Background: an optimization exercise with open tools, aiming at small area, a short achievable clock period and few clock cycles per item. Do not read the settings as production practice.
In this exercise RTL edits were held to simulation tests only and were not proved equivalent to the original.
Power is estimated from default activity; no workload was simulated.

$ cat design/flow/config.mk
export PLATFORM = sky130hd
export DESIGN_NAME = sme_top
export DESIGN_NICKNAME = sme_top
export VERILOG_FILES = /design/flow/design.v
export SDC_FILE = /design/flow/constraint.sdc
export NUM_CORES = 4
export LEC_CHECK = 0
export CAP_MARGIN = 20
export CORE_MARGIN = 2
export CORE_UTILIZATION = 40
export CTS_BUF_LIST = sky130_fd_sc_hd__clkbuf_16
export CTS_CLUSTER_DIAMETER = 120
export CTS_CLUSTER_SIZE = 30
export SETUP_SLACK_MARGIN = 5
export SLEW_MARGIN = 20
$ cat design/flow/constraint.sdc
create_clock -name core_clock -period 8.0 [get_ports {clk}]
set_input_delay 1.6000 -clock core_clock [delete_from_list [all_inputs] [get_ports {clk}]]
set_output_delay 1.6000 -clock core_clock [all_outputs]
set_load 0.01 [all_outputs]
$ cat design/flow/design.v
`timescale 1ns/10ps
package sme_pkg;
    localparam int STR_LEN = 32;
    localparam int PTN_LEN = 8;
    typedef logic [7:0] char_t;
    localparam char_t CHR_START = 8'h5E;    
    localparam char_t CHR_END   = 8'h24;    
    localparam char_t CHR_ANY   = 8'h2E;    
    localparam char_t CHR_SPACE = 8'h20;
    typedef logic [5:0] str_len_t;
    typedef logic [3:0] ptn_len_t;
    typedef logic [5:0] pos_t;
    typedef struct packed {
        char_t [STR_LEN-1:0] chars;
        str_len_t            len;
    } string_image_t;
    typedef struct packed {
        char_t [PTN_LEN-1:0] chars;
        ptn_len_t            len;
    } pattern_image_t;
    typedef struct packed {
        logic found;
        pos_t offset;
    } scan_result_t;
endpackage
`timescale 1ns/10ps
`timescale 1ns/10ps
`timescale 1ns/10ps
`timescale 1ns/10ps
`timescale 1ns/10ps
`timescale 1ns/10ps
module sme_top (
    input  logic           clk,
    input  logic           rst_n,
    input  sme_pkg::char_t chardata,
    input  logic           isstring,
    input  logic           ispattern,
    output logic           out_valid,
    output logic           match,
    output logic [4:0]     match_index
);
    localparam int NS = 34;
    logic           ip_q, is_q, dot_q, car_q, dol_q;
    sme_pkg::char_t key_q;
    wire in_car = (chardata == sme_pkg::CHR_START);
    wire in_dol = (chardata == sme_pkg::CHR_END);
    always_ff @(posedge clk or negedge rst_n) begin
        if (!rst_n) begin
            ip_q <= 1'b0;
            is_q <= 1'b0;
        end else begin
            ip_q <= ispattern;
            is_q <= isstring;
        end
    end
    always_ff @(posedge clk) begin
        key_q <= (in_car | in_dol) ? sme_pkg::CHR_SPACE : chardata;
        dot_q <= (chardata == sme_pkg::CHR_ANY);
        car_q <= in_car;
        dol_q <= in_dol;
    end
    logic       is_d;
    logic [4:0] len_q;                       
    sme_pkg::char_t chars_q [0:31];          
    always_ff @(posedge clk or negedge rst_n) begin
        if (!rst_n) is_d <= 1'b0;
        else        is_d <= is_q;
    end
    sme_pkg::char_t raw;
    assign raw = car_q ? sme_pkg::CHR_START : dol_q ? sme_pkg::CHR_END : key_q;
    always_ff @(posedge clk) begin
        if (is_q) begin
            for (int i = 0; i < 31; i++) chars_q[i] <= chars_q[i+1];
            chars_q[31] <= raw;
            len_q <= is_d ? len_q + 5'd1 : 5'd1;
        end
    end
    logic [31:0] valid;         
    logic [31:0] stb;           
    always_comb begin
        for (int i = 0; i < 32; i++) valid[i] = ({len_q == 5'd0, len_q} >= 6'(32 - i));
        for (int i = 0; i < 31; i++) stb[i] = ~valid[i] & valid[i+1];
        stb[31] = 1'b0;
    end
    logic          ip_d;
    logic [NS-1:0] m_q;                      
    logic [4:0]    c_q;                      
    wire first = ~ip_d;
    logic [NS-1:0] m_next;
    always_comb begin
        m_next[0] = valid[0] & first & car_q;
        for (int i = 0; i < 32; i++) begin
            m_next[i+1] = (valid[i] & (first | m_q[i]) & (dot_q | (chars_q[i] == key_q)))
                        | (stb[i] & first & car_q);
        end
        m_next[NS-1] = (first | m_q[NS-2]) & dol_q;
    end
    always_ff @(posedge clk or negedge rst_n) begin
        if (!rst_n) ip_d <= 1'b0;
        else        ip_d <= ip_q;
    end
    always_ff @(posedge clk) begin
        m_q <= m_next;
        c_q <= first ? (len_q - 5'd1 + {4'd0, car_q}) : (c_q - 5'd1);
    end
    logic       found;
    logic [4:0] idx;
    always_comb begin
        logic [2:0] any;
        logic [4:0] gidx [0:2];
        for (int g = 0; g < 3; g++) begin
            logic [3:0] loc;
            logic [4:0] lo;
            loc = '0;
            any[g] = 1'b0;
            for (int b = 15; b >= 0; b--) begin
                if (16*g + b < NS && m_q[16*g + b]) begin
                    loc    = 4'(b);
                    any[g] = 1'b1;
                end
            end
            lo = {1'b0, loc} + {1'b0, c_q[3:0]};
            gidx[g] = {c_q[4] ^ g[0] ^ lo[4], lo[3:0]};
        end
        found = |any;
        idx   = '0;
        for (int g = 2; g >= 0; g--) if (any[g]) idx = gidx[g];
    end
    wire done = ip_d & ~ip_q;
    always_ff @(posedge clk or negedge rst_n) begin
        if (!rst_n) begin
            out_valid   <= 1'b0;
            match       <= 1'b0;
            match_index <= '0;
        end else begin
            out_valid   <= done;
            match       <= done & found;
            match_index <= (done & found) ? idx : 5'd0;
        end
    end
endmodule
$ cat design/flow/flow/run.sh
#!/bin/bash
# Standard layout with a tighter setup repair target and stronger port buffers.
set -uo pipefail
bash standard.sh SETUP_SLACK_MARGIN=5.45 \
    "BUFFER_PORTS_ARGS=-buffer_cell sky130_fd_sc_hd__buf_4" \
    finish > standard.log 2>&1
$ cat design/flow/standard.sh
#!/bin/bash
# synth_recipe.tcl (not shown) runs the flow's synth.tcl, then flattens the netlist and writes it again
# the make line also repeats each setting of config.mk as NAME=value (left out here)
make -C /OpenROAD-flow-scripts/flow DESIGN_CONFIG=/design/flow/config.mk WORK_HOME=/design/flow/orfs CLKGATE_MAP_FILE= SYNTH_SCRIPT=/design/flow/synth_recipe.tcl "${@:-finish}"
==> impl_metrics.ini, run 1 <==
[sta]
maxSlewHeadroom_pct = 39.0
finalMaxSlewViolations = 0
fin_hold_ws_ns = 0.439
grt_setup_unrepaired = yes
fin_crit_ns = 2.63
setup_viol_count_final = 0
clock_skew_ns = 0.0288
post-route-period-util_pct = 32.9
hold_violations = 0
tightest_slew_ns = 0.916
fmax_mhz = 380
timing.final.ws_setup_ns = 5.37
fin_setup_tns_ns = 0

[synth]
synthMuxAreaShare_pct = 0.211
ys.flop_type = edfxtp_1
synth_fa_ha_area_share_pct = 1.77
synth-compound-area-share_pct = 6.96
synth-async-reset-ratio_pct = 3.42
syn_area_um2 = 14300
synth_top_family_by_area = XOR/XNOR gates
mappedNetlistNets = 1087
syn_avg_cell_area_um2 = 13.5
syn_inst = 1056
ys_seq_area_share_pct = 63.9
synth_simple_gate_area_share_pct = 8.08
synth_xor_area_share_pct = 16.8
synth-edff-count = 261
ys_warn_count = 17
ys_ff_latch = 322
ys_types = 59

[detailed_routing]
drt_iter0_drc = 658
drt-pass1-iter-count = 5
vias_per_cell = 5.28
ant_nets = 0
route.detailed.drc = 0
wl_per_cell_um = 18.9
num_vias = 8024
wirelength_um = 28700

[final_layout]
fin_nets = 1081
area_growth_pct = 7.72
finish.instance_area_um2 = 15400
drive_gt1_share_pct = 7.09
diodes = 0

[outcome]
outcome = finished clean

[grt]
track_usage_pct = 15.7
grt_pass1_wl_um = 45500
grt_max_degree = 158
grt_pass1_vias = 8147
overflow = 0
antenna_found_initial = 0

[floorplanning]
die_h_um = 193
die_x_um = 193
num_io_pins = 19
coreArea_um2 = 35300
fp.dieArea_um2 = 37200
num_rows = 69
start_util_pct = 40.4

[placement]
gp_congestion = 0.844
placed_area_um2 = 14800
portBuffers = 18
dp_slack_ns = 5.21
hpwlAfterDp_um = 18600

[setup_path]
crit_start = match
critPathTopFamily = flip-flops
r2r_slack_ns = 5.48
path_depth = 1
reg2reg_from = m_q[14]
path_class = reg2out
cp_cell_sequence = buf_6
path_buf_inv = 1
crit_path_top_delay_cell = dfrtp_1
end_kind = output port
reg2reg_depth = 11
rr_endpoint = match_index[4]
cp_max_fo = 1
cp.arrival_ns = 1.03
startpoint_type = flip-flop
endpoint = match
worst_path_largest_cell_delay_ns = 0.40
required_ns = 6.40

[job]
cap_violations = 0

[clocking]
clk_pin_slew_worst_paths_ns = 0.11
cts_made_buffers = 14
cts_tree = yes
cts_buffer_depth = 3
ctsHtreeMaxLevel = 1
numClockSinks = 322
clock-root-buffer = clkbuf_16
clk_latency_ns = 0.51
hold_buffers = 0

[power]
vdd.ir_drop.worst_mv = 0.211
p_leak_nw = 5.35
total_power_mw = 3.14
powerDensity_nw_per_um2 = 204

[min_path]
hp-class = reg2reg
-- layout by cell type (no fill, tap or decap), types with 12 or more instances in the layout --
cell / synthesis / routed
nor4_1: 54 / 53
a21oi_1: 49 / 47
ha_1: 17 / 17
nand2_1: 27 / 27
nand4_1: 19 / 19
nor2_1: 37 / 37
nand3_1: 12 / 12
clkbuf_16: 0 / 15
edfxtp_1: 261 / 261
dfxtp_1: 50 / 40
buf_4: 0 / 22
inv_1: 18 / 25
o21ai_0: 38 / 37
xor2_1: 202 / 202
xnor2_1: 71 / 71
o22ai_1: 21 / 21
-- layout make-up --
cell class	count	area, um^2
Fill cell	3175	20000
Sequential cell	322	9130
Multi-Input combinational cell	661	4850
Tap cell	461	577
Clock buffer	15	375
Timing Repair Buffer	32	303
Inverter	18	71.3
Clock inverter	9	38.8
Timing Repair inverter	1	5.00
-- worst min-delay path by stage --
stage / start / to / slack (ns) / cells after the start
2_1_floorplan: ip_q / ip_d / 0.38 / 0
3_3_place_gp: ip_q / ip_d / 0.42 / 0
3_5_place_dp: ip_q / ip_d / 0.42 / 0
4_1_cts: ip_q / ip_d / 0.45 / 0
5_1_grt: ip_q / ip_d / 0.46 / 0
6_report: ip_q / ip_d / 0.44 / 0
-- report_power, final --
group          leakage [nW]  internal (mW)  switching [mW]  total [mW]
clock network         0.232          0.348           0.502       0.849
logic                  2.01          0.125           0.172       0.297
registers              3.11           1.91          0.0780        1.99
-- cell families after synthesis --
kind of cell    after synthesis
compound gates              161
simple gates                205
fa+ha+maj                    19
mux                           3
flops                       322
xor+xnor                    273
buf+inv                      73
-- synth_stat cells, drive strengths merged, types with 2 or more instances --
master,number,area share (%)
edfxtp,261,55
xor2,202,12
xnor2,71,4.4
nor4,55,2.5
dfxtp,50,7.0
a21oi,49,1.7
o21ai,38,1.3
nor2,37,0.97
buf,30,1.1
nand2,27,0.71
clkbuf,25,0.73
o22ai,21,0.92
nand4,19,0.83
inv,18,0.47
ha,17,1.5
nand3,13,0.49
dfrtp,11,1.9
a21o,10,0.53
and2,10,0.44
nand2b,9,0.39
nor3,9,0.32
o32ai,7,0.43
a31oi,6,0.26
nor2b,6,0.26
or4,5,0.32
a211oi,4,0.21
and3,4,0.18
o221ai,4,0.25
o31ai,4,0.21
mux2i,3,0.21
or3,3,0.13
fa,2,0.28
nor3b,2,0.11
o211ai,2,0.14
o21a,2,0.11
o21bai,2,0.11
o41ai,2,0.12
or2,2,0.088
-- flip-flops by register name, indices dropped and copies added, names as in the netlist --
signal / flops
len_q: 5
m_q: 34
match_index: 5
is_q: 1
car_q: 1
dot_q: 1
key_q: 8
is_d: 1
c_q: 5
chars_q: 256
dol_q: 1
ip_q: 1
out_valid: 1
match: 1
ip_d: 1
-- metal layers --
metal / global-route usage (%) / part of all wire, % / vias up / wire, um
li1: - / - / 3832 / -
met1: 21.8 / 47 / 3997 / 13400
met2: 26.0 / 48 / 159 / 13700
met3: 2.33 / 3.4 / 36 / 979
met4: 3.79 / 2.1 / 0 / 602
met5: 0 / 0 / - / 0
-- metrics by stage --
| step | std cells | util [%] |
|---|---|---|
| 2_1_floorplan | 1056 | - |
| 3_3_place_gp | 1493 | 42.0 |
| 3_5_place_dp | 1493 | 42.0 |
| 4_1_cts | 1518 | 43.4 |
| 5_1_grt | 1519 | 43.5 |
| 6_report | 1519 | 43.5 |
-- repair_timing --
item	4_1_cts	5_1_grt
endpoints found under the setup margin	168	125
hold endpoints to repair	0	0
pin swaps	1	2
setup buffers	1	0
gates cloned	0	1
gates resized for setup	11	8
Testbench counts, summed over its fixed seeds: cycles 7,731, queries 512.
==> run 2, diff against run 1 <==
==> design/flow/flow/run.sh (replaced) <==
#!/bin/bash
# Standard layout with a tighter setup repair target and stronger port buffers.
set -uo pipefail
bash standard.sh SETUP_SLACK_MARGIN=5.45 \
    "BUFFER_PORTS_ARGS=-buffer_cell sky130_fd_sc_hd__buf_2" \
    finish > standard.log 2>&1
==> impl_metrics.ini, run 2 <==
[synth]
synth_most_common_cell = edfxtp_1
ys_types = 59
ys_seq_area_share_pct = 63.9
syn_area_um2 = 14300
syn_avg_cell_area_um2 = 13.5
ys_ff_latch = 322
ys.flop_type = edfxtp_1
mappedNetlistNets = 1087
synth_top_area_share_pct = 55.0
ys_warn_count = 17
synthTopCellsByArea = edfxtp_1 (55%), xor2_1 (12%), dfxtp_1 (7.0%)
synth_top_area_cell = edfxtp_1
syn_inst = 1056
synth-async-reset-ratio_pct = 3.42
synthTopCellsByCount = edfxtp_1 (261), xor2_1 (202), xnor2_1 (71)
synth-edff-count = 261

[power]
p_leak_nw = 5.33
vdd.ir_drop.worst_mv = 0.200
seq_power_share_pct = 63.7
p_int_mw = 2.38
total_power_mw = 3.14
combPwrFrac_pct = 9.1
powerDensity_nw_per_um2 = 205
switchingPower_mw = 0.753
switching_share_pct = 24.0
clkPwrFrac_pct = 27.2

[setup_path]
cp_cell_sequence = buf_6
worst_path_largest_cell_delay_ns = 0.40
path_class = reg2out
crit_path_top_delay_cell = dfrtp_1
cp.arrival_ns = 1.03
path_buf_inv = 1
startpoint_type = flip-flop
end_kind = output port
cp_max_fo = 1
critPathTopFamily = flip-flops
required_ns = 6.40

[grt]
track_usage_pct = 15.4
grt_pass1_wl_um = 44400
antenna_found_initial = 0
grt_max_degree = 194
grt_pass1_vias = 7944
overflow = 0

[placement]
hpwlAfterDp_um = 18100
portBuffers = 18
gp_congestion = 0.893
dp_slack_ns = 5.20

[clocking]
ctsHtreeMaxLevel = 1
cts_buffer_depth = 3
cts_made_buffers = 14
clk_latency_ns = 0.51
cts_tree = yes
clock-root-buffer = clkbuf_16
numClockSinks = 322
hold_buffers = 0
clk_pin_slew_worst_paths_ns = 0.12

[final_layout]
final_cell_mix = edfxtp_1 (261), xor2_1 (202), xnor2_1 (71), nor4_1 (53), a21oi_1 (47)
final_common_cell = edfxtp_1
top_register = chars_q
fin_nets = 1078
area_growth_pct = 7.17
fin_util_pct = 43.3
largest_reg_flops = 256
top_regs = chars_q x256, m_q x34, key_q x8
diodes = 0
drive_gt1_share_pct = 7.58

[sta]
tightest_slew_ns = 1.18
fin_crit_ns = 2.63
timing.final.ws_setup_ns = 5.37
post-route-period-util_pct = 32.8
maxSlewHeadroom_pct = 21.2
finalMaxSlewViolations = 0
fin_hold_ws_ns = 0.442
grt_setup_unrepaired = yes
hold_violations = 0
setup_viol_count_final = 0
clock_skew_ns = 0.0173
fmax_mhz = 381
fin_setup_tns_ns = 0

[job]
cap_violations = 0

[detailed_routing]
vias_per_cell = 5.27
drt-pass1-iter-count = 5
num_vias = 7983
wirelength_um = 28400
ant_nets = 0
route.detailed.drc = 0
drt_iter0_drc = 644
wl_per_cell_um = 18.8

[floorplanning]
die_h_um = 193
start_util_pct = 40.4
die_x_um = 193
coreArea_um2 = 35300
num_rows = 69
fp.dieArea_um2 = 37200
num_io_pins = 19

[min_path]
hp-class = reg2reg

[outcome]
outcome = finished clean
run 2: changes by cell type in the layout (fill, tap and decap cells not counted), moves of 2 or more:
cell and delta:
nor3_2 +2, buf_2 +17, buf_4 -12, nor3_1 -2
buf_6 -7
run 2: final timing paths:
path | startpoint | endpoint | slack [ns] | cells past startpoint
max | match_index[4] | match_index[4] | 5.37 | 1
min | ip_q | ip_d | 0.44 | 0
max reg2reg | len_q[2] | len_q[3] | 5.51 | 5
min reg2reg | ip_q | ip_d | 0.44 | 0
max in group asynchronous | rst_n | is_q | 6.83 | 1
min in group asynchronous | rst_n | match_index[1] | 0.94 | 1
run 2: area by class of cell:
type                            count  area (um^2)
Fill cell                        3196        20000
Clock buffer                       15          375
Multi-Input combinational cell    661         4890
Tap cell                          461          577
Timing Repair inverter              1         5.00
Inverter                           18         71.3
Clock inverter                      9         38.8
Timing Repair Buffer               29          191
Sequential cell                   322         9130
run 2: repair_timing:
action,in CTS,in global routing
gates resized for setup,2,17
buffers inserted,0,1
pin swaps,0,6
setup endpoints to repair,11,21
gates cloned,0,1
run 2: logic make-up (layout without fill, tap and decap cells):
family                     after synthesis  in the layout  synth area share (%)
AOI/OAI and AO/OA                      161            161                  6.96
xor gates and xnor gates               273            273                  16.8
adders and majority gates               19             19                  1.77
buffers and inverters                   73             72                  2.26
DFF                                    322            322                  63.9
muxes                                    3              3                 0.211
and+or+nand+nor                        205            205                  8.08
run 2: power groups by stage:
stage	logic (mW)	clock network (mW)	registers [mW]
global route	0.320	0.933	2.01
CTS	0.286	0.881	2.00
detailed placement	0.284	0	2.04
finish	0.286	0.852	2.00
floorplan	0.222	0	2.02
global placement	0.281	0	2.03
run 2: per-layer routing:
metal,global-route usage [%],wire [um]
met4,3.29,589
met3,1.76,843
met5,0,0
met2,25.8,13800
met1,21.5,13200
run 2: stage by stage:
| step | instances | area (um^2) |
|---|---|---|
| after CTS | 1514 | 15200 |
| after floorplan | 1056 | 14300 |
| after detailed placement | 1490 | 14800 |
| after global routing | 1516 | 15300 |
| final | 1516 | 15300 |
| after global placement | 1490 | 14800 |
==> run 3, diff against run 2 <==
--- a/design/flow/config.mk
+++ b/design/flow/config.mk
@@ -11,5 +11,6 @@
 export CTS_BUF_LIST = sky130_fd_sc_hd__clkbuf_16
 export CTS_CLUSTER_DIAMETER = 120
 export CTS_CLUSTER_SIZE = 30
+export PLACE_DENSITY = 0.75
 export SETUP_SLACK_MARGIN = 5
 export SLEW_MARGIN = 20
==> impl_metrics.ini, run 3 <==
[grt]
met2_usage_pct = 25.6
track_usage_pct = 15.1
overflow = 0
grt_pass1_wl_um = 44400
antenna_found_initial = 0
top_usage_layer = met2
grt_max_degree = 86
globalRouteMet3Util_pct = 1.80
met1_usage_pct = 20.9
grt_pass1_vias = 8230

[synth]
ys_warn_count = 17
synth_top_area_cell = edfxtp_1
synth-async-reset-ratio_pct = 3.42
ys.flop_type = edfxtp_1
ys_ff_latch = 322
syn_inst = 1056
synth-edff-count = 261
synthTopCellsByCount = edfxtp_1 (261), xor2_1 (202), xnor2_1 (71)
synthTopCellsByArea = edfxtp_1 (55%), xor2_1 (12%), dfxtp_1 (7.0%)
synth_top_area_share_pct = 55.0
ys_types = 59
ys_seq_area_share_pct = 63.9
synth_most_common_cell = edfxtp_1
mappedNetlistNets = 1087
syn_avg_cell_area_um2 = 13.5
syn_area_um2 = 14300

[floorplanning]
die_h_um = 193
coreArea_um2 = 35300
num_rows = 69
fp.dieArea_um2 = 37200
num_io_pins = 19
die_x_um = 193
start_util_pct = 40.4

[final_layout]
final_cell_mix = edfxtp_1 (261), xor2_1 (202), xnor2_1 (71), nor4_1 (53), a21oi_1 (48)
fillers = 3151
top_regs = chars_q x256, m_q x34, key_q x8
diodes = 0
area_growth_pct = 6.95
seqCellArea_um2 = 9130
multi_input_area_um2 = 4860
top_register = chars_q
finish.instance_area_um2 = 15200
drive_gt1_share_pct = 7.10
fin_nets = 1080
largest_reg_flops = 256
final_common_cell = edfxtp_1

[setup_path]
crit_path_top_delay_cell = dfrtp_1
end_kind = output port
required_ns = 6.40
path_class = reg2out
path_buf_inv = 1
worst_path_largest_cell_delay_ns = 0.38
cp.arrival_ns = 1.01
startpoint_type = flip-flop
cp_max_fo = 1
cp_cell_sequence = buf_2
critPathTopFamily = flip-flops

[clocking]
ctsHtreeMaxLevel = 1
clk_latency_ns = 0.51
clk_pin_slew_worst_paths_ns = 0.11
clock-root-buffer = clkbuf_16
cts_made_buffers = 14
numClockSinks = 322
hold_buffers = 0
cts_tree = yes
cts_buffer_depth = 3

[detailed_routing]
num_vias = 8201
drt_iter0_drc = 822
vias_per_cell = 5.40
route.detailed.drc = 0
drt-pass1-iter-count = 5
wl_per_cell_um = 18.3
wirelength_um = 27800
ant_nets = 0

[placement]
gp_congestion = 0.918
portBuffers = 18
placed_area_um2 = 14800
dp_slack_ns = 5.17
hpwlAfterDp_um = 18200

[sta]
tightest_slew_ns = 0.995
clock_skew_ns = 0.0236
fmax_mhz = 382
fin_hold_ws_ns = 0.447
fin_setup_tns_ns = 0
grt_setup_unrepaired = yes
finalMaxSlewViolations = 0
setup_viol_count_final = 0
maxSlewHeadroom_pct = 33.7
hold_violations = 0
timing.final.ws_setup_ns = 5.39
post-route-period-util_pct = 32.7
fin_crit_ns = 2.61

[power]
powerDensity_nw_per_um2 = 205
switching_share_pct = 23.9
combPwrFrac_pct = 9.1
seq_power_share_pct = 63.9
p_int_mw = 2.38
p_leak_nw = 5.32
total_power_mw = 3.13
clkPwrFrac_pct = 27.0
vdd.ir_drop.worst_mv = 0.187
switchingPower_mw = 0.747

[min_path]
hp-class = reg2reg

[outcome]
outcome = finished clean

[job]
cap_violations = 0
## run 3: cell count changes in the layout (fill, tap and decap cells not counted), sizes merged
cell  previous run  this run
buf             29        31
## run 3: worst paths after layout
kind / startpoint / end / slack (ns) / cells after the start
setup / recovery: out_valid / out_valid / 5.39 / 1
hold / removal: ip_q / ip_d / 0.45 / 0
setup reg to reg: m_q[14] / match_index[4] / 5.53 / 11
hold reg to reg: ip_q / ip_d / 0.45 / 0
max in group asynchronous: rst_n / is_q / 6.84 / 1
min in group asynchronous: rst_n / is_d / 0.93 / 1
## run 3: through the flow
step	instances	utilization (%)
5_1_grt	1518	43.2
4_1_cts	1516	43.1
3_5_place_dp	1492	41.9
2_1_floorplan	1056	-
3_3_place_gp	1492	41.9
6_report	1518	43.2
## run 3: cells by family after synthesis
logic type | Yosys count | share of synthesized area [%]
DFF | 322 | 63.9
xor gates and xnor gates | 273 | 16.8
and+or+nand+nor | 205 | 8.08
AOI/OAI and AO/OA | 161 | 6.96
buffers and inverters | 73 | 2.26
adders and majority gates | 19 | 1.77
muxes | 3 | 0.211
## run 3: cell type report
type | instances | share of cell area [%]
Timing Repair Buffer | 31 | 1.26
Multi-Input combinational cell | 661 | 31.9
Sequential cell | 322 | 59.9
Timing Repair inverter | 1 | 0.0328
Tap cell | 461 | 3.78
Clock inverter | 9 | 0.254
Inverter | 18 | 0.468
Clock buffer | 15 | 2.46
## run 3: per-layer routing
layer  wire [um]  part of all wire [%]
met5           0                     0
met4         598                   2.2
met3        1320                   4.7
met2       13600                    49
met1       12300                    44
## run 3: repair_timing
action | 4_1_cts | 5_1_grt
buffers inserted | 0 | 1
cloned | 0 | 1
pin swaps | 0 | 5
gates resized for setup | 3 | 8
setup endpoints to repair | 10 | 23
## run 3: worst register-to-register path, delay by kind of cell (launching register included)
kind            cells  cell delay [ns]
compound gates      7             1.25
flops               1             0.35
xor+xnor            1             0.08
fa+ha+maj           2             0.63
buf+inv             1             0.06
## run 3: power by group through the flow
stage               clock network (mW)  registers [mW]  logic, mW
floorplan                            0            2.02      0.222
global placement                     0            2.03      0.274
detailed placement                   0            2.04      0.281
CTS                              0.859            2.00      0.283
global route                     0.917            2.01      0.317
finish                           0.846            2.00      0.283
==> run 4, diff against run 3 <==
--- a/design/flow/config.mk
+++ b/design/flow/config.mk
@@ -11,6 +11,6 @@
 export CTS_BUF_LIST = sky130_fd_sc_hd__clkbuf_16
 export CTS_CLUSTER_DIAMETER = 120
 export CTS_CLUSTER_SIZE = 30
-export PLACE_DENSITY = 0.75
+export PLACE_DENSITY = 0.85
 export SETUP_SLACK_MARGIN = 5
 export SLEW_MARGIN = 20
==> impl_metrics.ini, run 4 <==
[clocking]
clock-root-buffer = clkbuf_16
hold_buffers = 0
cts_tree = yes
clk_latency_ns = 0.51
ctsHtreeMaxLevel = 1
numClockSinks = 322
clk_pin_slew_worst_paths_ns = 0.12
cts_made_buffers = 14
cts_buffer_depth = 3

[final_layout]
drive_gt1_share_pct = 7.65
final_common_cell = edfxtp_1
top_register = chars_q
area_growth_pct = 7.36
fin_nets = 1082
finish.instance_area_um2 = 15300
final_cell_mix = edfxtp_1 (261), xor2_1 (202), xnor2_1 (71), nor4_1 (53), a21oi_1 (47)
diodes = 0
largest_reg_flops = 256
top_regs = chars_q x256, m_q x34, key_q x8
final_cells = 1520

[placement]
portBuffers = 18
hpwlAfterDp_um = 18300
placed_area_um2 = 14800
dp.cells = 1492
gp_congestion = 0.932
dp_slack_ns = 4.94

[synth]
synth-async-reset-ratio_pct = 3.42
syn_inst = 1056
ys_ff_latch = 322
synth_top_area_cell = edfxtp_1
ys_seq_area_share_pct = 63.9
ys_warn_count = 17
ys.flop_type = edfxtp_1
ys_types = 59
synth-edff-count = 261
synth_top_area_share_pct = 55.0
synthTopCellsByArea = edfxtp_1 (55%), xor2_1 (12%), dfxtp_1 (7.0%)
synthTopCellsByCount = edfxtp_1 (261), xor2_1 (202), xnor2_1 (71)
syn_avg_cell_area_um2 = 13.5
synth_most_common_cell = edfxtp_1
mappedNetlistNets = 1087
syn_area_um2 = 14300

[floorplanning]
die_x_um = 193
die_h_um = 193
coreArea_um2 = 35300
num_io_pins = 19
start_util_pct = 40.4
fp.dieArea_um2 = 37200
num_rows = 69

[setup_path]
path_depth = 1
path_buf_inv = 1
r2r_slack_ns = 5.49
reg2reg_depth = 13
startpoint_type = flip-flop
end_kind = output port
cp_max_fo = 1
cp.arrival_ns = 1.02
reg2reg_from = m_q[31]
critPathTopFamily = flip-flops
required_ns = 6.40
crit_start = match_index[4]
cp_cell_sequence = buf_6
path_class = reg2out
crit_path_top_delay_cell = dfrtp_1
worst_path_largest_cell_delay_ns = 0.40

[grt]
grt_pass1_vias = 8436
track_usage_pct = 15.6
antenna_found_initial = 0
grt_pass1_wl_um = 45500
grt_max_degree = 72
overflow = 0

[power]
seq_power_share_pct = 63.6
vdd.ir_drop.worst_mv = 0.198
switchingPower_mw = 0.750
total_power_mw = 3.13
p_leak_nw = 5.34
powerDensity_nw_per_um2 = 205
p_int_mw = 2.38
combPwrFrac_pct = 9.4
switching_share_pct = 23.9
clkPwrFrac_pct = 27.0

[min_path]
min_path_cells = 0
hp-class = reg2reg
min_from = ip_q

[sta]
setup_viol_count_final = 0
grt_setup_unrepaired = yes
timing.final.ws_setup_ns = 5.38
tightest_slew_ns = 0.939
clock_skew_ns = 0.0155
fmax_mhz = 381
fin_crit_ns = 2.62
hold_violations = 0
post-route-period-util_pct = 32.8
fin_setup_tns_ns = 0
maxSlewHeadroom_pct = 37.4
finalMaxSlewViolations = 0

[detailed_routing]
route.detailed.drc = 0
drt_iter0_drc = 1074
drt-pass1-iter-count = 7
vias_per_cell = 5.50
num_vias = 8359
wl_per_cell_um = 18.8
wirelength_um = 28600
ant_nets = 0

[outcome]
outcome = finished clean

[job]
cap_violations = 0
run 4: cell count changes in the layout (fill, tap and decap cells not counted), sizes merged:
cell / previous run / this run
buf: 31 / 33
run 4: layer usage:
metal	track usage [%]	wire [um]	vias up	part of all wire, %
met5	0	0	-	0
met4	3.67	650	0	2.3
met3	2.09	1420	47	5.0
met2	27.0	14300	250	50
met1	20.7	12200	4220	43
li1	-	-	3842	-
run 4: worst paths after layout:
check,to
worst min-delay path,ip_d
max in group asynchronous,is_q
worst max-delay path,match_index[4]
worst max register to register,match_index[4]
min in group asynchronous,match_index[3]
worst min register to register,ip_d
run 4: final cells by class:
cell class / count / area (um^2)
Clock buffer: 15 / 375
Clock inverter: 9 / 38.8
Fill cell: 3083 / 20000
Inverter: 18 / 71.3
Multi-Input combinational cell: 661 / 4870
Sequential cell: 322 / 9130
Tap cell: 461 / 577
Timing Repair Buffer: 33 / 233
Timing Repair inverter: 1 / 5.00
run 4: cells by family (layout without fill, tap and decap cells):
group	after synthesis	count (layout)	synth area share (%)
compound gates	161	161	6.96
xor+xnor	273	273	16.8
simple gates	205	205	8.08
fa+ha+maj	19	19	1.77
flops	322	322	63.9
buf+inv	73	76	2.26
mux	3	3	0.211
run 4: power groups by stage:
stage / registers, mW / logic [mW] / clock network, mW
after floorplan: 2.02 / 0.222 / 0
after global placement: 2.03 / 0.272 / 0
after detailed placement: 2.04 / 0.283 / 0
after CTS: 2.00 / 0.290 / 0.856
after global routing: 2.01 / 0.330 / 0.916
final: 1.99 / 0.294 / 0.845
run 4: through the flow:
| step | utilization [%] | hold WS [ns] |
|---|---|---|
| after floorplan | - | 0.376 |
| after detailed placement | 41.9 | 0.411 |
| final | 43.3 | 0.441 |
| after global placement | 41.9 | 0.418 |
| after CTS | 43.2 | 0.439 |
| after global routing | 43.3 | 0.457 |
run 4: repair_timing:
item                       in CTS  in global routing
cloned                          0                  1
pin swaps                       2                  3
resized for setup               8                  9
buffers inserted                1                  2
setup endpoints to repair      83                 25
==> run 5, diff against run 4 <==
==> design/flow/flow/run.sh (replaced) <==
#!/bin/bash
# Standard layout with a tighter setup repair target and stronger port buffers.
set -uo pipefail
bash standard.sh SETUP_SLACK_MARGIN=5.2 \
    "BUFFER_PORTS_ARGS=-buffer_cell sky130_fd_sc_hd__buf_2" \
    finish > standard.log 2>&1
--- a/design/flow/config.mk
+++ b/design/flow/config.mk
@@ -11,6 +11,5 @@
 export CTS_BUF_LIST = sky130_fd_sc_hd__clkbuf_16
 export CTS_CLUSTER_DIAMETER = 120
 export CTS_CLUSTER_SIZE = 30
-export PLACE_DENSITY = 0.85
 export SETUP_SLACK_MARGIN = 5
 export SLEW_MARGIN = 20
==> impl_metrics.ini, run 5 <==
[final_layout]
diodes = 0
final_common_cell = edfxtp_1
top_register = chars_q
largest_reg_flops = 256
top_regs = chars_q x256, m_q x34, key_q x8
drive_gt1_share_pct = 6.52
final_cell_mix = edfxtp_1 (261), xor2_1 (202), xnor2_1 (71), nor4_1 (54), a21oi_1 (49)
area_growth_pct = 6.88
fin_nets = 1082
final_cells = 1520

[min_path]
min_from = ip_q
hp-class = reg2reg
min_path_cells = 0

[clocking]
numClockSinks = 322
clk_latency_ns = 0.52
clk_pin_slew_worst_paths_ns = 0.11
ctsHtreeMaxLevel = 1
cts_made_buffers = 14
cts_tree = yes
cts_buffer_depth = 3
clock-root-buffer = clkbuf_16

[synth]
mappedNetlistNets = 1087
ys_warn_count = 17
syn_avg_cell_area_um2 = 13.5
syn_area_um2 = 14300
synth-async-reset-ratio_pct = 3.42
synth_top_area_cell = edfxtp_1
syn_inst = 1056
synthTopCellsByCount = edfxtp_1 (261), xor2_1 (202), xnor2_1 (71)
synthTopCellsByArea = edfxtp_1 (55%), xor2_1 (12%), dfxtp_1 (7.0%)
synth-edff-count = 261
synth_xor_area_share_pct = 16.8
ys_types = 59
synth_top_area_share_pct = 55.0
ys_seq_area_share_pct = 63.9
synthMuxAreaShare_pct = 0.211
ys_ff_latch = 322
synth_top_family_by_area = XOR/XNOR gates
synth_most_common_cell = edfxtp_1
synth-compound-area-share_pct = 6.96
ys.flop_type = edfxtp_1
synth_fa_ha_area_share_pct = 1.77
synth_simple_gate_area_share_pct = 8.08

[placement]
portBuffers = 18
hpwlAfterDp_um = 18900
gp_congestion = 0.899
dp.cells = 1495

[power]
total_power_mw = 3.13
vdd.ir_drop.worst_mv = 0.161
powerDensity_nw_per_um2 = 206
p_leak_nw = 5.33

[detailed_routing]
wirelength_um = 28800
ant_nets = 0
drt_iter0_drc = 666
vias_per_cell = 5.27
wl_met2_um = 14200
wl_met3_um = 1030
num_vias = 8013
top_layer = met4
wl_met1_um = 13000
drt-pass1-iter-count = 5
wl_per_cell_um = 19.0
route.detailed.drc = 0

[sta]
grt_setup_unrepaired = yes
hold_violations = 0
maxSlewHeadroom_pct = 37.7
clock_skew_ns = 0.0185
fmax_mhz = 367
tightest_slew_ns = 0.934
finalMaxSlewViolations = 0
fin_setup_tns_ns = 0
setup_viol_count_final = 0
fin_crit_ns = 2.73
fin_hold_ws_ns = 0.443
post-route-period-util_pct = 34.1

[setup_path]
cp_max_fo = 3
reg2reg_depth = 11
reg2reg_from = m_q[14]
cp_cell_sequence = inv_1 > a21oi_1 > o21bai_1 > a2111oi_1 > o22ai_1 > ha_1 > fa_1 > a21o_1 > a21oi_1 > xnor2_1 > o211a_1
path_common_cell = a21oi_1
cp.arrival_ns = 3.13
crit_path_top_delay_cell = a2111oi_1
end_kind = flip-flop
path_class = reg2reg
r2r_slack_ns = 5.27
crit_start = m_q[14]
startpoint_type = flip-flop
required_ns = 8.40
worst_path_largest_cell_delay_ns = 0.49

[floorplanning]
num_rows = 69
die_x_um = 193
fp.dieArea_um2 = 37200
coreArea_um2 = 35300
die_h_um = 193
num_io_pins = 19
start_util_pct = 40.4

[grt]
grt_pass1_vias = 7949
grt_max_degree = 83
track_usage_pct = 15.7
grt_pass1_wl_um = 44900
antenna_found_initial = 0
overflow = 0

[job]
cap_violations = 0

[outcome]
outcome = finished clean
run 5: cell counts after synthesis:
Identical to the previous run, type by type.
run 5: kinds of logic (layout without fill, tap and decap cells):
group                      after synthesis  after routing
and+or+nand+nor                        205            205
AOI/OAI and AO/OA                      161            161
buffers and inverters                   73             76
adders and majority gates               19             19
muxes                                    3              3
xor gates and xnor gates               273            273
DFF                                    322            322
run 5: worst max-delay path, delay by kind of cell, from the launching register on:
family          cells  cell delay (ns)
compound gates      7             1.43
xor+xnor            1             0.08
fa+ha+maj           2             0.64
buf+inv             1             0.07
flops               1             0.38
run 5: cell type report:
cell class	count	area, um^2
fill	3182	20100
clock buffer	15	375
multi-input combinational	661	4820
clock inverter	9	38.8
sequential	322	9130
timing repair buffer	34	226
tap	461	577
inverter	18	71.3
run 5: layer usage:
layer / vias up / track usage [%]
met5: - / 0
li1: 3830 / -
met3: 33 / 2.22
met1: 3997 / 20.9
met2: 153 / 27.0
met4: 0 / 3.64
run 5: worst paths after layout:
check                                 end
max                        match_index[4]
min in group asynchronous            is_d
max reg2reg                match_index[4]
min                                  ip_d
max in group asynchronous            is_q
min reg2reg                          ip_d
run 5: stage by stage:
| stage | setup WS (ns) | area [um^2] | utilization, % |
|---|---|---|---|
| 2_1_floorplan | 5.31 | 14300 | - |
| 3_3_place_gp | 5.12 | 14800 | 41.9 |
| 3_5_place_dp | 5.06 | 14800 | 41.9 |
| 4_1_cts | 5.21 | 15200 | 43.1 |
| 5_1_grt | 5.06 | 15200 | 43.1 |
| 6_report | 5.27 | 15200 | 43.1 |
run 5: power breakdown:
group	internal [mW]	total (mW)	switching, mW
sequential	1.91	1.99	0.0754
combinational	0.120	0.292	0.172
clock	0.348	0.853	0.506
total	2.38	3.13	0.753
run 5: repair_timing:
action,CTS,global route
gates resized for setup,1,2
hold endpoints to repair,0,0
hold buffers,0,0
buffers inserted,0,1
endpoints found under the setup margin,82,86
==> run 6, diff against run 5 <==
==> design/flow/flow/run.sh (replaced) <==
#!/bin/bash
# Standard layout with a tighter setup repair target and stronger port buffers.
set -uo pipefail
bash standard.sh SETUP_SLACK_MARGIN=5.55 \
    "BUFFER_PORTS_ARGS=-buffer_cell sky130_fd_sc_hd__buf_2" \
    finish > standard.log 2>&1
==> impl_metrics.ini, run 6 <==
[grt]
grt_pass1_vias = 7986
track_usage_pct = 15.5
grt_max_degree = 194
overflow = 0
antenna_found_initial = 0
grt_pass1_wl_um = 44700

[setup_path]
crit_path_top_delay_cell = dfrtp_1
crit_start = match_index[4]
path_class = reg2out
worst_path_largest_cell_delay_ns = 0.40
required_ns = 6.40
critPathTopFamily = flip-flops
reg2reg_depth = 11
reg2reg_from = m_q[14]
end_kind = output port
cp_cell_sequence = buf_6
cp.arrival_ns = 1.03
r2r_slack_ns = 5.52
rr_endpoint = match_index[4]
path_buf_inv = 1
startpoint_type = flip-flop
cp_max_fo = 1

[synth]
syn_area_um2 = 14300
synth-compound-area-share_pct = 6.96
synth_fa_ha_area_share_pct = 1.77
synth_most_common_cell = edfxtp_1
synth_top_area_cell = edfxtp_1
synth_top_family_by_area = XOR/XNOR gates
synthTopCellsByCount = edfxtp_1 (261), xor2_1 (202), xnor2_1 (71)
synth-edff-count = 261
ys_ff_latch = 322
synthMuxAreaShare_pct = 0.211
ys.flop_type = edfxtp_1
mappedNetlistNets = 1087
ys_types = 59
ys_warn_count = 17
synth_xor_area_share_pct = 16.8
synth-async-reset-ratio_pct = 3.42
synth_top_area_share_pct = 55.0
synth_simple_gate_area_share_pct = 8.08
syn_inst = 1056
ys_seq_area_share_pct = 63.9
syn_avg_cell_area_um2 = 13.5
synthTopCellsByArea = edfxtp_1 (55%), xor2_1 (12%), dfxtp_1 (7.0%)

[final_layout]
drive_gt1_share_pct = 9.14
top_register = chars_q
seqCellArea_um2 = 9140
area_growth_pct = 8.02
top_regs = chars_q x256, m_q x34, key_q x8
diodes = 0
final_cell_mix = edfxtp_1 (261), xor2_1 (202), xnor2_1 (71), nor4_1 (53), a21oi_1 (46)
largest_reg_flops = 256
multi_input_area_um2 = 4940
fin_nets = 1084
final_cells = 1522
fillers = 3178
final_common_cell = edfxtp_1

[detailed_routing]
drt-pass1-iter-count = 7
num_vias = 8038
vias_per_cell = 5.28
route.detailed.drc = 0
ant_nets = 0
wirelength_um = 28800
wl_per_cell_um = 18.9
drt_iter0_drc = 600

[clocking]
ctsHtreeMaxLevel = 1
hold_buffers = 0
clk_latency_ns = 0.51
clk_pin_slew_worst_paths_ns = 0.12
cts_buffer_depth = 3
numClockSinks = 322
cts_made_buffers = 14
clock-root-buffer = clkbuf_16
cts_tree = yes

[floorplanning]
num_io_pins = 19
num_rows = 69
die_h_um = 193
start_util_pct = 40.4
die_x_um = 193
coreArea_um2 = 35300
fp.dieArea_um2 = 37200

[sta]
setup_viol_count_final = 0
clock_skew_ns = 0.0183
finalMaxSlewViolations = 0
hold_violations = 0
fin_setup_tns_ns = 0
tightest_slew_ns = 1.11
fin_hold_ws_ns = 0.439
grt_setup_unrepaired = yes
fin_crit_ns = 2.63
fmax_mhz = 381
post-route-period-util_pct = 32.8
maxSlewHeadroom_pct = 26.1

[placement]
gp_congestion = 0.893
hpwlAfterDp_um = 18100
portBuffers = 18
dp.cells = 1490

[job]
cap_violations = 0

[min_path]
hold_path_end = ip_d
min_from = ip_q
min_path_cells = 0
hp-class = reg2reg

[power]
powerDensity_nw_per_um2 = 204
vdd.ir_drop.worst_mv = 0.200
p_leak_nw = 5.37

[outcome]
outcome = finished clean
[run 6: metal layers]
layer / part of all wire [%] / wire length (um) / vias to the layer above / track usage (%)
li1: - / - / 3833 / -
met1: 46 / 13300 / 4033 / 21.6
met2: 49 / 14000 / 139 / 25.9
met3: 3.2 / 924 / 33 / 1.80
met4: 2.2 / 628 / 0 / 3.55
met5: 0 / 0 / - / 0
[run 6: timing repair]
item / in CTS / in global routing
setup buffers: 0 / 7
gates cloned: 1 / 0
gates resized for setup: 3 / 33
endpoints found under the setup margin: 18 / 160
pin swaps: 0 / 21
[run 6: cell families (layout without fill, tap and decap cells)]
family,Yosys count,after routing
flops,322,322
mux,3,3
simple gates,205,205
buf+inv,73,78
xor+xnor,273,273
fa+ha+maj,19,19
compound gates,161,161
[run 6: how the worst max path moves through the flow]
stage | cells past startpoint | end
after floorplan | 3 | key_q[2]
after global placement | 4 | key_q[2]
after detailed placement | 4 | key_q[2]
after CTS | 11 | match_index[4]
after global routing | 1 | match_index[3]
final | 1 | match_index[4]
[run 6: power by group]
part | total [mW] | internal, mW | switching [mW]
clock network | 0.855 | 0.348 | 0.507
logic | 0.295 | 0.125 | 0.170
registers | 1.99 | 1.91 | 0.0813
[run 6: layout make-up]
type                    instances  area share [%]
well taps                     461            3.75
flip-flops and latches        322            59.3
clock inverters                 9           0.252
inverters                      18           0.463
clock buffers                  15            2.44
repair buffers                 35            1.63
repair inverters                1          0.0488
multi-input cells             661            32.1
[run 6: per-stage QoR]
step | area [um^2] | setup slack [ns] | power (mW) | util (%)
final | 15400 | 5.37 | 3.14 | 43.6
after global routing | 15400 | 5.34 | 3.27 | 43.6
after CTS | 15200 | 5.31 | 3.17 | 43.1
after detailed placement | 14800 | 5.20 | 2.32 | 41.8
after global placement | 14800 | 5.25 | 2.31 | 41.8
after floorplan | 14300 | 5.40 | 2.24 | -
==> run 7, diff against run 6 <==
==> design/flow/flow/run.sh (replaced) <==
#!/bin/bash
# Standard layout with a tighter setup repair target and stronger port buffers.
set -uo pipefail
bash standard.sh SETUP_SLACK_MARGIN=5.45 \
    "BUFFER_PORTS_ARGS=-buffer_cell sky130_fd_sc_hd__buf_2" \
    finish > standard.log 2>&1
--- a/design/flow/config.mk
+++ b/design/flow/config.mk
@@ -7,9 +7,10 @@
 export LEC_CHECK = 0
 export CAP_MARGIN = 20
 export CORE_MARGIN = 2
-export CORE_UTILIZATION = 40
+export CORE_UTILIZATION = 50
 export CTS_BUF_LIST = sky130_fd_sc_hd__clkbuf_16
 export CTS_CLUSTER_DIAMETER = 120
 export CTS_CLUSTER_SIZE = 30
+export PLACE_DENSITY = 0.6
 export SETUP_SLACK_MARGIN = 5
 export SLEW_MARGIN = 20
==> impl_metrics.ini, run 7 <==
[setup_path]
r2r_slack_ns = 5.50
cp_max_fo = 1
required_ns = 6.40
path_class = reg2out
crit_path_top_delay_cell = dfrtp_1
critPathTopFamily = flip-flops
path_buf_inv = 1
startpoint_type = flip-flop
cp.arrival_ns = 1.03
cp_cell_sequence = buf_2
worst_path_largest_cell_delay_ns = 0.38
end_kind = output port

[final_layout]
multi_input_area_um2 = 4870
drive_gt1_share_pct = 7.98
seqCellArea_um2 = 9130
largest_reg_flops = 256
fin_nets = 1088
fillers = 2366
final_common_cell = edfxtp_1
top_regs = chars_q x256, m_q x34, key_q x8
area_growth_pct = 6.91
final_cell_mix = edfxtp_1 (261), xor2_1 (202), xnor2_1 (71), nor4_1 (53), a21oi_1 (48)
diodes = 0
top_register = chars_q

[clocking]
cts_tree = yes
clk_pin_slew_worst_paths_ns = 0.12
cts_made_buffers = 14
ctsHtreeMaxLevel = 1
cts_buffer_depth = 3
hold_buffers = 0
clk_latency_ns = 0.52
clock-root-buffer = clkbuf_16
numClockSinks = 322

[job]
cap_violations = 0

[sta]
fmax_mhz = 381
tightest_slew_ns = 1.02
finalMaxSlewViolations = 0
fin_crit_ns = 2.63
fin_setup_tns_ns = 0
setup_viol_count_final = 0
timing.final.ws_setup_ns = 5.37
clock_skew_ns = 0.0273
hold_violations = 0
grt_setup_unrepaired = yes
post-route-period-util_pct = 32.8
maxSlewHeadroom_pct = 32.1

[synth]
syn_avg_cell_area_um2 = 13.5
ys_seq_area_share_pct = 63.9
ys_warn_count = 17
synthTopCellsByArea = edfxtp_1 (55%), xor2_1 (12%), dfxtp_1 (7.0%)
syn_area_um2 = 14300
ys_types = 59
ys.flop_type = edfxtp_1
synth-async-reset-ratio_pct = 3.42
synth_most_common_cell = edfxtp_1
synthTopCellsByCount = edfxtp_1 (261), xor2_1 (202), xnor2_1 (71)
mappedNetlistNets = 1087
ys_ff_latch = 322
synth_top_area_cell = edfxtp_1
syn_inst = 1056
synth-edff-count = 261
synth_top_area_share_pct = 55.0

[floorplanning]
num_rows = 61
num_io_pins = 19
fp.dieArea_um2 = 29900
start_util_pct = 51.0
die_h_um = 173
die_x_um = 173
coreArea_um2 = 27900

[grt]
grt_pass1_vias = 8093
grt_max_degree = 79
track_usage_pct = 19.5
antenna_found_initial = 0
grt_pass1_wl_um = 46400
overflow = 0

[power]
p_int_mw = 2.39
vdd.ir_drop.worst_mv = 0.123
total_power_mw = 3.15
seq_power_share_pct = 63.2
combPwrFrac_pct = 9.6
switching_share_pct = 24.2
powerDensity_nw_per_um2 = 206
p_leak_nw = 5.37
switchingPower_mw = 0.761
clkPwrFrac_pct = 27.2

[detailed_routing]
ant_nets = 0
wirelength_um = 29300
wl_per_cell_um = 20.3
num_vias = 8063
vias_per_cell = 5.59
drt-pass1-iter-count = 5
drt_iter0_drc = 940
route.detailed.drc = 0

[outcome]
outcome = finished clean

[min_path]
hp-class = reg2reg

[placement]
dp_slack_ns = 5.06
gp_congestion = 0.867
portBuffers = 18
hpwlAfterDp_um = 18700
run 7: cell counts after synthesis:
No cell type changed its count.
run 7: final cells by class:
class,count,share of cell area (%)
Multi-Input combinational cell,661,31.9
Tap cell,378,3.10
Clock buffer,15,2.46
Timing Repair inverter,1,0.0328
Inverter,18,0.468
Sequential cell,322,59.9
Timing Repair Buffer,39,1.82
Clock inverter,9,0.255
run 7: logic make-up (layout without fill, tap and decap cells):
| group | count (synthesis) | count (layout) | synth area share [%] |
|---|---|---|---|
| AOI/OAI and AO/OA | 161 | 161 | 6.96 |
| xor gates and xnor gates | 273 | 273 | 16.8 |
| adders and majority gates | 19 | 19 | 1.77 |
| buffers and inverters | 73 | 82 | 2.26 |
| DFF | 322 | 322 | 63.9 |
| muxes | 3 | 3 | 0.211 |
| and+or+nand+nor | 205 | 205 | 8.08 |
run 7: metal layers:
metal | wire [um] | part of all wire, % | track usage (%) | vias to the layer above
met5 | 0 | 0 | 0 | -
met4 | 505 | 1.7 | 3.95 | 0
met3 | 1010 | 3.4 | 2.07 | 34
met2 | 14600 | 50 | 32.9 | 152
met1 | 13300 | 45 | 27.6 | 4036
li1 | - | - | - | 3841
run 7: timing repair:
| item | in CTS | in global routing |
|---|---|---|
| buffers inserted | 0 | 7 |
| resized for setup | 8 | 8 |
| gates cloned | 0 | 1 |
| pin swaps | 4 | 3 |
| endpoints found under the setup margin | 74 | 87 |
run 7: stage by stage:
step / utilization [%] / area [um^2] / hold WS, ns / std cells
floorplan: - / 14300 / 0.376 / 1056
global placement: 52.6 / 14700 / 0.440 / 1411
detailed placement: 52.6 / 14700 / 0.426 / 1411
CTS: 54.2 / 15100 / 0.464 / 1435
global route: 54.6 / 15200 / 0.485 / 1443
finish: 54.6 / 15200 / 0.463 / 1443
run 7: worst paths after layout:
path                            depth (start not counted)              to      startpoint
worst max register to register                         13  match_index[4]         m_q[31]
min in group asynchronous                               1           match           rst_n
worst min-delay path                                    0  chars_q[20][0]  chars_q[21][0]
worst min register to register                          0  chars_q[20][0]  chars_q[21][0]
worst max-delay path                                    1           match           match
max in group asynchronous                               1            is_q           rst_n
run 7: power by group through the flow:
stage	Clock [mW]	Combinational, mW	Sequential [mW]
3_5_place_dp	0	0.289	2.03
6_report	0.856	0.302	1.99
5_1_grt	0.927	0.339	2.00
2_1_floorplan	0	0.222	2.02
4_1_cts	0.882	0.292	1.99
3_3_place_gp	0	0.286	2.03
==> run 8, diff against run 7 <==
==> design/flow/config.mk (replaced) <==
export PLATFORM = sky130hd
export DESIGN_NAME = sme_top
export DESIGN_NICKNAME = sme_top
export VERILOG_FILES = /design/flow/design.v
export SDC_FILE = /design/flow/constraint.sdc
export NUM_CORES = 4
export LEC_CHECK = 0
export CAP_MARGIN = 20
export CORE_MARGIN = 2
export CORE_UTILIZATION = 40
export CTS_BUF_LIST = sky130_fd_sc_hd__clkbuf_16
export CTS_CLUSTER_DIAMETER = 100
export CTS_CLUSTER_SIZE = 26
export PLACE_DENSITY = 0.75
export SETUP_SLACK_MARGIN = 5
export SLEW_MARGIN = 20
==> impl_metrics.ini, run 8 <==
[outcome]
outcome = finished clean

[setup_path]
cp.arrival_ns = 1.00
critPathTopFamily = flip-flops
cp_cell_sequence = buf_2
required_ns = 6.40
crit_start = match
path_depth = 1
startpoint_type = flip-flop
path_class = reg2out
worst_path_largest_cell_delay_ns = 0.37
crit_path_top_delay_cell = dfrtp_1
reg2reg_from = len_q[2]
cp_max_fo = 1
path_buf_inv = 1
reg2reg_depth = 5
end_kind = output port

[synth]
synth_top_family_by_area = XOR/XNOR gates
syn_inst = 1056
ys_ff_latch = 322
syn_avg_cell_area_um2 = 13.5
ys_warn_count = 17
synth_most_common_cell = edfxtp_1
synth-compound-area-share_pct = 6.96
synth_xor_area_share_pct = 16.8
synth_top_area_cell = edfxtp_1
synth_top_area_share_pct = 55.0
synthMuxAreaShare_pct = 0.211
ys.flop_type = edfxtp_1
synth_simple_gate_area_share_pct = 8.08
synth_fa_ha_area_share_pct = 1.77
mappedNetlistNets = 1087
syn_area_um2 = 14300
ys_types = 59
synth-edff-count = 261
synthTopCellsByCount = edfxtp_1 (261), xor2_1 (202), xnor2_1 (71)
synthTopCellsByArea = edfxtp_1 (55%), xor2_1 (12%), dfxtp_1 (7.0%)
synth-async-reset-ratio_pct = 3.42
ys_seq_area_share_pct = 63.9

[floorplanning]
num_io_pins = 19
coreArea_um2 = 35300
die_x_um = 193
start_util_pct = 40.4
fp.dieArea_um2 = 37200
num_rows = 69
die_h_um = 193

[sta]
hold_violations = 0
setup_viol_count_final = 0
finalMaxSlewViolations = 0
clock_skew_ns = 0.0198
fin_setup_tns_ns = 0
tightest_slew_ns = 1.08
post-route-period-util_pct = 32.5
fmax_mhz = 385
fin_hold_ws_ns = 0.440
grt_setup_unrepaired = yes
fin_crit_ns = 2.60
maxSlewHeadroom_pct = 27.8

[detailed_routing]
wl_met3_um = 1320
vias_per_cell = 5.41
wl_per_cell_um = 18.4
drt-pass1-iter-count = 6
wl_met1_um = 12500
top_layer = met4
drt_iter0_drc = 771
ant_nets = 0
wl_met2_um = 13600
num_vias = 8227
route.detailed.drc = 0
wirelength_um = 27900

[clocking]
clk_pin_slew_worst_paths_ns = 0.09
clk_latency_ns = 0.51
cts_tree = yes
cts_made_buffers = 16
cts_buffer_depth = 3
clock-root-buffer = clkbuf_16
ctsHtreeMaxLevel = 1
numClockSinks = 322

[final_layout]
diodes = 0
top_register = chars_q
area_growth_pct = 7.40
drive_gt1_share_pct = 7.26
final_common_cell = edfxtp_1
final_cell_mix = edfxtp_1 (261), xor2_1 (202), xnor2_1 (71), nor4_1 (53), a21oi_1 (47)
top_regs = chars_q x256, m_q x34, key_q x8
largest_reg_flops = 256
fin_nets = 1082

[power]
powerDensity_nw_per_um2 = 208
p_leak_nw = 5.35
vdd.ir_drop.worst_mv = 0.176

[min_path]
min_path_cells = 0
min_from = ip_q
hp-class = reg2reg

[grt]
overflow = 0
grt_pass1_vias = 8243
antenna_found_initial = 0
grt_max_degree = 86
track_usage_pct = 15.2
grt_pass1_wl_um = 44700

[placement]
hpwlAfterDp_um = 18200
gp_congestion = 0.918
portBuffers = 18

[job]
cap_violations = 0
## run 8: changes by cell type in the layout (fill, tap and decap cells not counted), moves of 2 or more
| cell | before | now |
|---|---|---|
| buf_4 | 17 | 13 |
| inv_1 | 25 | 27 |
| clkbuf_16 | 15 | 17 |
| nor2b_1 | 4 | 6 |
| nor2b_2 | 2 | 0 |
## run 8: per-stage QoR
step | utilization [%] | total power, mW | instance area (um^2) | instances | setup WS [ns]
4_1_cts | 43.2 | 3.22 | 15300 | 1520 | 5.36
2_1_floorplan | - | 2.24 | 14300 | 1056 | 5.40
5_1_grt | 43.4 | 3.32 | 15300 | 1522 | 5.34
3_3_place_gp | 41.9 | 2.31 | 14800 | 1492 | 5.24
6_report | 43.4 | 3.19 | 15300 | 1522 | 5.40
3_5_place_dp | 41.9 | 2.32 | 14800 | 1492 | 5.17
## run 8: kinds of logic after synthesis
group	Yosys count
buffers and inverters	73
XOR/XNOR	273
adder cells (fa/ha/maj)	19
flip-flops	322
multiplexers	3
AO/OA/AOI/OAI	161
AND/OR/NAND/NOR	205
## run 8: power breakdown
group | switching (mW) | internal, mW | leakage [nW] | total [mW]
registers | 0.0848 | 1.91 | 3.11 | 2.00
logic | 0.164 | 0.120 | 1.98 | 0.284
clock network | 0.513 | 0.394 | 0.270 | 0.908
total | 0.762 | 2.43 | 5.35 | 3.19
## run 8: worst paths after layout
check	slack, ns	end
setup / recovery	5.40	match
hold / removal	0.44	ip_d
setup reg to reg	5.50	len_q[3]
hold reg to reg	0.44	ip_d
max in group asynchronous	6.82	is_q
min in group asynchronous	0.95	ip_d
## run 8: area by class of cell
cell class,instances,area [um^2]
Sequential cell,322,9130
Clock inverter,11,53.8
Timing Repair inverter,1,5.00
Clock buffer,17,425
Timing Repair Buffer,31,188
Multi-Input combinational cell,661,4860
Fill cell,3149,20000
Inverter,18,71.3
Tap cell,461,577
## run 8: metal layers
metal / up-vias / track usage, %
met5: - / 0
met4: 0 / 2.85
met3: 44 / 1.98
met2: 226 / 25.6
met1: 4119 / 21.3
li1: 3838 / -
## run 8: timing repair
item	in CTS	in global routing
cloned	0	1
setup endpoints to repair	10	17
setup buffers	0	1
pin swaps	0	5
gates resized for setup	3	7
endpoints found under the hold margin	0	0
hold buffers	0	0
==> run 9, diff against run 8 <==
==> design/flow/run.sh (new file) <==
#!/bin/bash
# synth_recipe.tcl (not shown) runs the flow's synth.tcl, then flattens the netlist and writes it again
# the make line also repeats each setting of config.mk as NAME=value (left out here)
make -C /OpenROAD-flow-scripts/flow DESIGN_CONFIG=/design/flow/config.mk WORK_HOME=/design/flow/orfs CLKGATE_MAP_FILE= SYNTH_SCRIPT=/design/flow/synth_recipe.tcl finish
removed: design/flow/flow/run.sh
removed: design/flow/standard.sh
==> impl_metrics.ini, run 9 <==
[outcome]
outcome = finished clean

[synth]
synth_top_area_share_pct = 55.0
synthMuxAreaShare_pct = 0.211
ys.flop_type = edfxtp_1
synth_most_common_cell = edfxtp_1
ys_seq_area_share_pct = 63.9
ys_types = 59
synth_xor_area_share_pct = 16.8
synthTopCellsByArea = edfxtp_1 (55%), xor2_1 (12%), dfxtp_1 (7.0%)
mappedNetlistNets = 1087
ys_ff_latch = 322
ys_warn_count = 17
syn_avg_cell_area_um2 = 13.5
synth_simple_gate_area_share_pct = 8.08
synth-async-reset-ratio_pct = 3.42
synth-compound-area-share_pct = 6.96
synth_fa_ha_area_share_pct = 1.77
synth_top_family_by_area = XOR/XNOR gates
synth_top_area_cell = edfxtp_1
synth-edff-count = 261
syn_area_um2 = 14300
syn_inst = 1056
synthTopCellsByCount = edfxtp_1 (261), xor2_1 (202), xnor2_1 (71)

[setup_path]
cp_cell_sequence = inv_1 > a21oi_1 > o21bai_1 > a2111oi_0 > o22ai_1 > ha_1 > fa_1 > a21o_1 > a21oi_1 > xnor2_1 > o211a_1
path_common_cell = a21oi_1
startpoint_type = flip-flop
crit_path_top_delay_cell = a2111oi_0
cp_max_fo = 3
rr_endpoint = match_index[4]
worst_path_largest_cell_delay_ns = 0.56
end_kind = flip-flop
cp.arrival_ns = 3.21
r2r_slack_ns = 5.19
required_ns = 8.40
path_class = reg2reg
reg2reg_from = m_q[14]
reg2reg_depth = 11

[job]
cap_violations = 0

[grt]
grt_pass1_wl_um = 45100
grt_max_degree = 86
overflow = 0
antenna_found_initial = 0
track_usage_pct = 15.5
grt_pass1_vias = 8336

[sta]
clock_skew_ns = 0.0178
grt_setup_unrepaired = no
tightest_slew_ns = 1.14
fmax_mhz = 356
fin_crit_ns = 2.81
finalMaxSlewViolations = 0
fin_setup_tns_ns = 0
post-route-period-util_pct = 35.1
maxSlewHeadroom_pct = 24.1
setup_viol_count_final = 0
hold_violations = 0

[floorplanning]
num_io_pins = 19
die_h_um = 193
die_x_um = 193
coreArea_um2 = 35300
fp.dieArea_um2 = 37200
num_rows = 69
start_util_pct = 40.4

[detailed_routing]
wirelength_um = 28400
drt-pass1-iter-count = 5
route.detailed.drc = 0
vias_per_cell = 5.44
num_vias = 8276
drt_iter0_drc = 868
ant_nets = 0
wl_per_cell_um = 18.7

[power]
vdd.ir_drop.worst_mv = 0.199
p_leak_nw = 5.44
powerDensity_nw_per_um2 = 208

[min_path]
hold_path_end = ip_d
min_from = ip_q
hp-class = reg2reg
min_path_cells = 0

[final_layout]
top_register = chars_q
area_growth_pct = 7.73
largest_reg_flops = 256
final_cell_mix = edfxtp_1 (261), xor2_1 (202), xnor2_1 (71), nor4_1 (54), a21oi_1 (49)
drive_gt1_share_pct = 4.72
fillers = 3129
fin_nets = 1081
final_common_cell = edfxtp_1
seqCellArea_um2 = 9130
diodes = 0
multi_input_area_um2 = 4820
top_regs = chars_q x256, m_q x34, key_q x8
fin_util_pct = 43.5

[clocking]
cts_tree = yes
clk_pin_slew_worst_paths_ns = 0.10
clk_latency_ns = 0.51
ctsHtreeMaxLevel = 1
cts_buffer_depth = 3
cts_made_buffers = 16
numClockSinks = 322
hold_buffers = 0
clock-root-buffer = clkbuf_16

[placement]
portBuffers = 18
gp_congestion = 0.924
hpwlAfterDp_um = 18600
## run 9: cell count changes in the layout (fill, tap and decap cells not counted), moves of 2 or more
cell and delta:
buf_2 -18, clkdlybuf4s50_1 +11, dlymetal6s2s_1 +6, a21oi_1 +2
a21oi_2 -2
## run 9: worst max path at each step
| stage | slack [ns] | end | startpoint |
|---|---|---|---|
| CTS | 5.00 | out_valid | out_valid |
| global placement | 4.78 | key_q[2] | chardata[4] |
| global route | 5.03 | chars_q[12][5] | is_q |
| finish | 5.19 | match_index[4] | m_q[14] |
| floorplan | 5.31 | key_q[2] | chardata[4] |
| detailed placement | 4.76 | key_q[2] | chardata[4] |
## run 9: final cells by class
class | instances | area share, %
clock buffer | 17 | 2.77
inverter | 18 | 0.440
tap | 461 | 3.76
sequential | 322 | 59.4
timing repair buffer | 31 | 1.90
multi-input combinational | 661 | 31.4
clock inverter | 11 | 0.326
## run 9: logic make-up after synthesis
group | count (synthesis)
DFF | 322
xor gates and xnor gates | 273
and+or+nand+nor | 205
AOI/OAI and AO/OA | 161
buffers and inverters | 73
adders and majority gates | 19
muxes | 3
## run 9: critical path, delay by kind of cell, from the launching register on
family / cells / cell delay, ns
AOI/OAI and AO/OA: 7 / 1.51
xor gates and xnor gates: 1 / 0.08
adders and majority gates: 2 / 0.66
buffers and inverters: 1 / 0.06
DFF: 1 / 0.37
## run 9: metal layers
layer  wire, um  track usage [%]  part of all wire, %
met1      12000             19.6                   42
met2      13900             26.3                   49
met3       1360             2.49                  4.8
met4       1110             6.28                  3.9
met5          0                0                    0
## run 9: report_power, final
group	switching, mW	internal, mW	total [mW]
logic	0.164	0.123	0.287
clock network	0.508	0.393	0.901
registers	0.0858	1.91	2.00
total	0.758	2.43	3.19
## run 9: what timing repair did
| item | 4_1_cts | 5_1_grt |
|---|---|---|
| resized for setup | 1 | 6 |
| setup buffers | 0 | 0 |
| pin swaps | 0 | 0 |
| hold endpoints to repair | 0 | 0 |
| endpoints found under the setup margin | 1 | 6 |
## run 9: per-stage QoR
step / power, mW / instance area, um^2 / hold slack, ns / cells / worst slack (ns)
floorplan: 2.24 / 14300 / 0.376 / 1056 / 5.31
global placement: 2.31 / 14900 / 0.433 / 1493 / 4.78
detailed placement: 2.32 / 14900 / 0.438 / 1493 / 4.76
CTS: 3.21 / 15300 / 0.459 / 1521 / 5.00
global route: 3.30 / 15400 / 0.469 / 1521 / 5.03
finish: 3.19 / 15400 / 0.459 / 1521 / 5.19

-- what the ideal ports hide --
No port has a modelled driver above. Below, the same layouts with a new extraction and two added sets of constraints. Step 1, drivers: a clkbuf_16 drives clk and a buf_2 each remaining input, both assumed. Step 2, shift: input delay + t, output delay - t, t = (earliest + latest rising clock arrival at the registers) / 2. This alone moves slack from input paths to output paths. Three values: ideal ports, drivers, drivers and shift; two values: the first two.
| run | t, ns | slack for setup (ns) | worst hold slack (ns) | latest minus earliest clock arrival (ns) | worst data-port slew with drivers (ns) |
|---|---|---|---|---|---|
| run 1 | 0.540 | 5.368 / 5.321 / 5.245 | 0.439 / 0.439 / 0.439 | 0.029 / 0.029 | 0.03 |
| run 2 | 0.556 | 5.374 / 5.322 / 5.214 | 0.442 / 0.442 / 0.442 | 0.020 / 0.020 | 0.03 |
| run 3 | 0.546 | 5.385 / 5.337 / 5.158 | 0.447 / 0.447 / 0.447 | 0.030 / 0.029 | 0.03 |
| run 4 | 0.544 | 5.375 / 5.331 / 5.175 | 0.441 / 0.441 / 0.441 | 0.020 / 0.019 | 0.03 |
| run 5 | 0.562 | 5.274 / 5.274 / 5.061 | 0.443 / 0.443 / 0.443 | 0.020 / 0.020 | 0.03 |
| run 6 | 0.556 | 5.375 / 5.324 / 5.213 | 0.439 / 0.439 / 0.439 | 0.021 / 0.020 | 0.03 |
| run 7 | 0.552 | 5.374 / 5.327 / 5.222 | 0.463 / 0.463 / 0.463 | 0.029 / 0.029 | 0.03 |
| run 8 | 0.546 | 5.402 / 5.354 / 5.174 | 0.440 / 0.440 / 0.440 | 0.024 / 0.024 | 0.03 |
| run 9 | 0.554 | 5.190 / 5.190 / 4.749 | 0.459 / 0.459 / 0.459 | 0.018 / 0.018 | 0.04 |
After both steps setup and hold are still met in every run listed. For run 9, which loses most, drivers alone change the setup slack by 0.000 ns; drivers and shift together by -0.441 ns.
